Background: an optimization exercise with open tools, aiming at small area, a short achievable clock period and few clock cycles per item. Do not read the settings as production practice.
Function was checked by simulation only, so behaviour that the tests miss may differ from the original.

## red
==> flow/design.v (excerpt) <==
module rpn_stack_evaluator_unit #(
  parameter int unsigned STACK_DEPTH = 16
) (
  input  wire logic        clk_i,
  input  wire logic        rst_ni,
  input  wire logic        s_axis_tvalid_i,
  output logic             s_axis_tready_o,
  input  wire logic [31:0] s_axis_tdata_i,   
  input  wire logic [2:0]  s_axis_tuser_i,   
  input  wire logic        s_axis_tlast_i,
  output logic             m_axis_tvalid_o,
  input  wire logic        m_axis_tready_i,
  output logic [31:0]      m_axis_tdata_o,   
  output logic [2:0]       m_axis_tuser_o    
);
clock: 10.0 ns
lec_check: 0
abc_area: 0
cap_margin: 20
core_margin: 2
core_utilization: 55
setup_slack_margin: 5
slew_margin: 20
run.sh (not shown) runs the stock make flow with config.mk's settings and CLKGATE_MAP_FILE= SYNTH_SCRIPT=/design/flow/synth_recipe.tcl, a recipe that flattens the netlist after the stock synthesis.
Testbench counts of red, summed over its fixed seeds: cycles 76,500, tokens 32,033.
Modified inputs, blue compared to red
# red
export LEC_CHECK = 0
export ABC_AREA = 0
export CAP_MARGIN = 20
export CORE_MARGIN = 2
export CORE_UTILIZATION = 55
export SETUP_SLACK_MARGIN = 5
export SLEW_MARGIN = 20
create_clock -name core_clock -period 10.0 [get_ports {clk_i}]
# blue
export LEC_CHECK = 0
export ABC_AREA = 0
export CAP_MARGIN = 20
export CORE_MARGIN = 2
export CORE_UTILIZATION = 55
export SLEW_MARGIN = 20
create_clock -name core_clock -period 10.0 [get_ports {clk_i}]
==> flow/flow/run.sh (new file) <==
#!/bin/bash
set -euo pipefail
bash standard.sh SETUP_SLACK_MARGIN=6 finish > flow.log 2>&1
==> flow/standard.sh (new file) <==
#!/bin/bash
# synth_recipe.tcl (not shown) runs the flow's synth.tcl, then flattens the netlist and writes it again
# the make line also repeats each setting of config.mk as NAME=value (left out here)
make -C /OpenROAD-flow-scripts/flow DESIGN_CONFIG=/design/flow/config.mk WORK_HOME=/design/flow/orfs CLKGATE_MAP_FILE= SYNTH_SCRIPT=/design/flow/synth_recipe.tcl "${@:-finish}"
removed: flow/run.sh
==> results.txt <==
- blue vs. red: final-layout worst hold slack neither gained nor lost much, final worst-path setup slack increased 0.34 ns.
- Row fraction of standard cell area that is sequential: blue lower / red higher
- Going from red to blue, the register-to-register slack was found to have gone up by 0.34 ns.
- On met2 capacity usage during global routing: between blue and red, it ends up lower for red.
- Summary of blue over red: non-clock buffer instance count of the final layout has increased; routing usage on met3 saw little to no change; post-synthesis sequential area ratio level; average detailed-routed wire length per instance rose by 0.60 µm; footprint of the multi-input gates went up 4.0%.
Setup changes, blue to green
# blue
export LEC_CHECK = 0
export ABC_AREA = 0
export CAP_MARGIN = 20
export CORE_MARGIN = 2
export CORE_UTILIZATION = 55
export SLEW_MARGIN = 20
create_clock -name core_clock -period 10.0 [get_ports {clk_i}]
# green
export LEC_CHECK = 0
export ABC_AREA = 1
export CAP_MARGIN = 20
export CORE_MARGIN = 2
export CORE_UTILIZATION = 55
export SETUP_SLACK_MARGIN = 5
export SLEW_MARGIN = 20
create_clock -name core_clock -period 10.0 [get_ports {clk_i}]
==> flow/run.sh (new file) <==
#!/bin/bash
# synth_recipe.tcl (not shown) runs the flow's synth.tcl, then flattens the netlist and writes it again
# the make line also repeats each setting of config.mk as NAME=value (left out here)
make -C /OpenROAD-flow-scripts/flow DESIGN_CONFIG=/design/flow/config.mk WORK_HOME=/design/flow/orfs CLKGATE_MAP_FILE= SYNTH_SCRIPT=/design/flow/synth_recipe.tcl finish
removed: flow/flow/run.sh
removed: flow/standard.sh
--- outcome ---
Comparing final core utilization for blue and green, the bigger number came from blue.
green ended up with ox_q[23] as its capture point of the critical path; blue ended up with mul_done_q.
The lower share of cell area taken by multi-input logic gates came out of green.
Delta (green minus blue): clock-cell share of area neither gained nor lost much; post-layout minimum cycle time picked up an extra 0.37 ns.
--- input diff green..orange ---
# green
export LEC_CHECK = 0
export ABC_AREA = 1
export CAP_MARGIN = 20
export CORE_MARGIN = 2
export CORE_UTILIZATION = 55
export SETUP_SLACK_MARGIN = 5
export SLEW_MARGIN = 20
create_clock -name core_clock -period 10.0 [get_ports {clk_i}]
# orange
export LEC_CHECK = 0
export ABC_AREA = 1
export CAP_MARGIN = 20
export CORE_MARGIN = 2
export CORE_UTILIZATION = 55
export SLEW_MARGIN = 20
create_clock -name core_clock -period 10.0 [get_ports {clk_i}]
==> flow/flow/run.sh (new file) <==
#!/bin/bash
set -euo pipefail
bash standard.sh SETUP_SLACK_MARGIN=6 finish > flow.log 2>&1
==> flow/standard.sh (new file) <==
#!/bin/bash
# synth_recipe.tcl (not shown) runs the flow's synth.tcl, then flattens the netlist and writes it again
# the make line also repeats each setting of config.mk as NAME=value (left out here)
make -C /OpenROAD-flow-scripts/flow DESIGN_CONFIG=/design/flow/config.mk WORK_HOME=/design/flow/orfs CLKGATE_MAP_FILE= SYNTH_SCRIPT=/design/flow/synth_recipe.tcl "${@:-finish}"
removed: flow/run.sh
Findings:
Relative to green, footprint of the multi-input gates increased by 5.0% in orange. The maximum number of pins on one net before global-route repair of orange falls short of that of green by 93. In the metrics for green and orange, the one carrying the higher non-clock buffer count is orange. Comparing green against orange, there is no change at all in overall overflow remaining after global route. Compared with green, orange shows a higher worst setup slack. On relative area change from synthesis to final layout: between green and orange, it ends up higher for orange. Number of CTS-inserted buffers, green and orange: higher on orange. On orange: post-CTS setup buffer count is 121 higher than what green gave. [orange] number of logic stages on the critical path including buffering rose 4 relative to green. When orange is set beside green, its count of inverters not on the clock network in the layout turns out to be 1 larger. On combined flip-flop and latch cell area, orange tracks green almost exactly.


Setup of old:
rpn_stack_evaluator_unit again, from the RTL that the note above started with.
make LEC_CHECK=0 ABC_AREA=0 CAP_MARGIN=20 CORE_MARGIN=2 CORE_UTILIZATION=55 CTS_BUF_LIST=sky130_fd_sc_hd__clkbuf_8 SETUP_SLACK_MARGIN=5 SLEW_MARGIN=20 finish   # period 10.0 ns
Stock flow here: none of the scripts above is used.
Testbench counts of old, summed over its fixed seeds: cycles 76,500, tokens 32,033.
diff inputs: old => new
- a change of ABC_AREA from 0 to 1
Notes after the runs:
First-iteration DRC count: higher on new. Clock network contribution to total cell area across old and new: no real change. Against old, new reports a die area that is higher. Diff old -> new | net count of the finished layout | up by more than 10%. Status: post-synthesis adder-cell area fraction parity (old, new). new: post-synthesis instance area is 0.68% higher than what old reported.

separate check: timing with driven ports:
In the flow no input, the clock included, has a driving cell. The finished layouts below were timed again as built, in two steps. Step 1, drivers: a clkbuf_16 drives clk_i and a buf_2 each remaining input, both assumed. Step 2 also shifts input and output timing later by t, the mid clock arrival at the registers, as if the neighbouring blocks saw the same clock. a / b / c = ideal ports / drivers / drivers and shift; a / b = the first two.
run	t (ns)	setup WS [ns]	hold slack, ns	worst setup path after step 2	clock arrival spread, ns
red	0.700	5.123 / 5.123 / 5.123	0.486 / 0.486 / 0.486	register to register	0.031 / 0.031
blue	0.709	5.465 / 5.465 / 5.465	0.484 / 0.484 / 0.484	register to register	0.048 / 0.048
green	0.695	5.096 / 5.096 / 5.096	0.486 / 0.486 / 0.486	register to register	0.040 / 0.040
orange	0.684	5.483 / 5.483 / 5.483	0.489 / 0.489 / 0.489	register to register	0.042 / 0.042
old	0.800	5.070 / 5.070 / 5.070	0.491 / 0.491 / 0.491	register to register	0.053 / 0.054
new	0.787	5.055 / 5.055 / 5.055	0.478 / 0.478 / 0.478	register to register	0.116 / 0.116
After both steps every run listed still meets setup and hold.
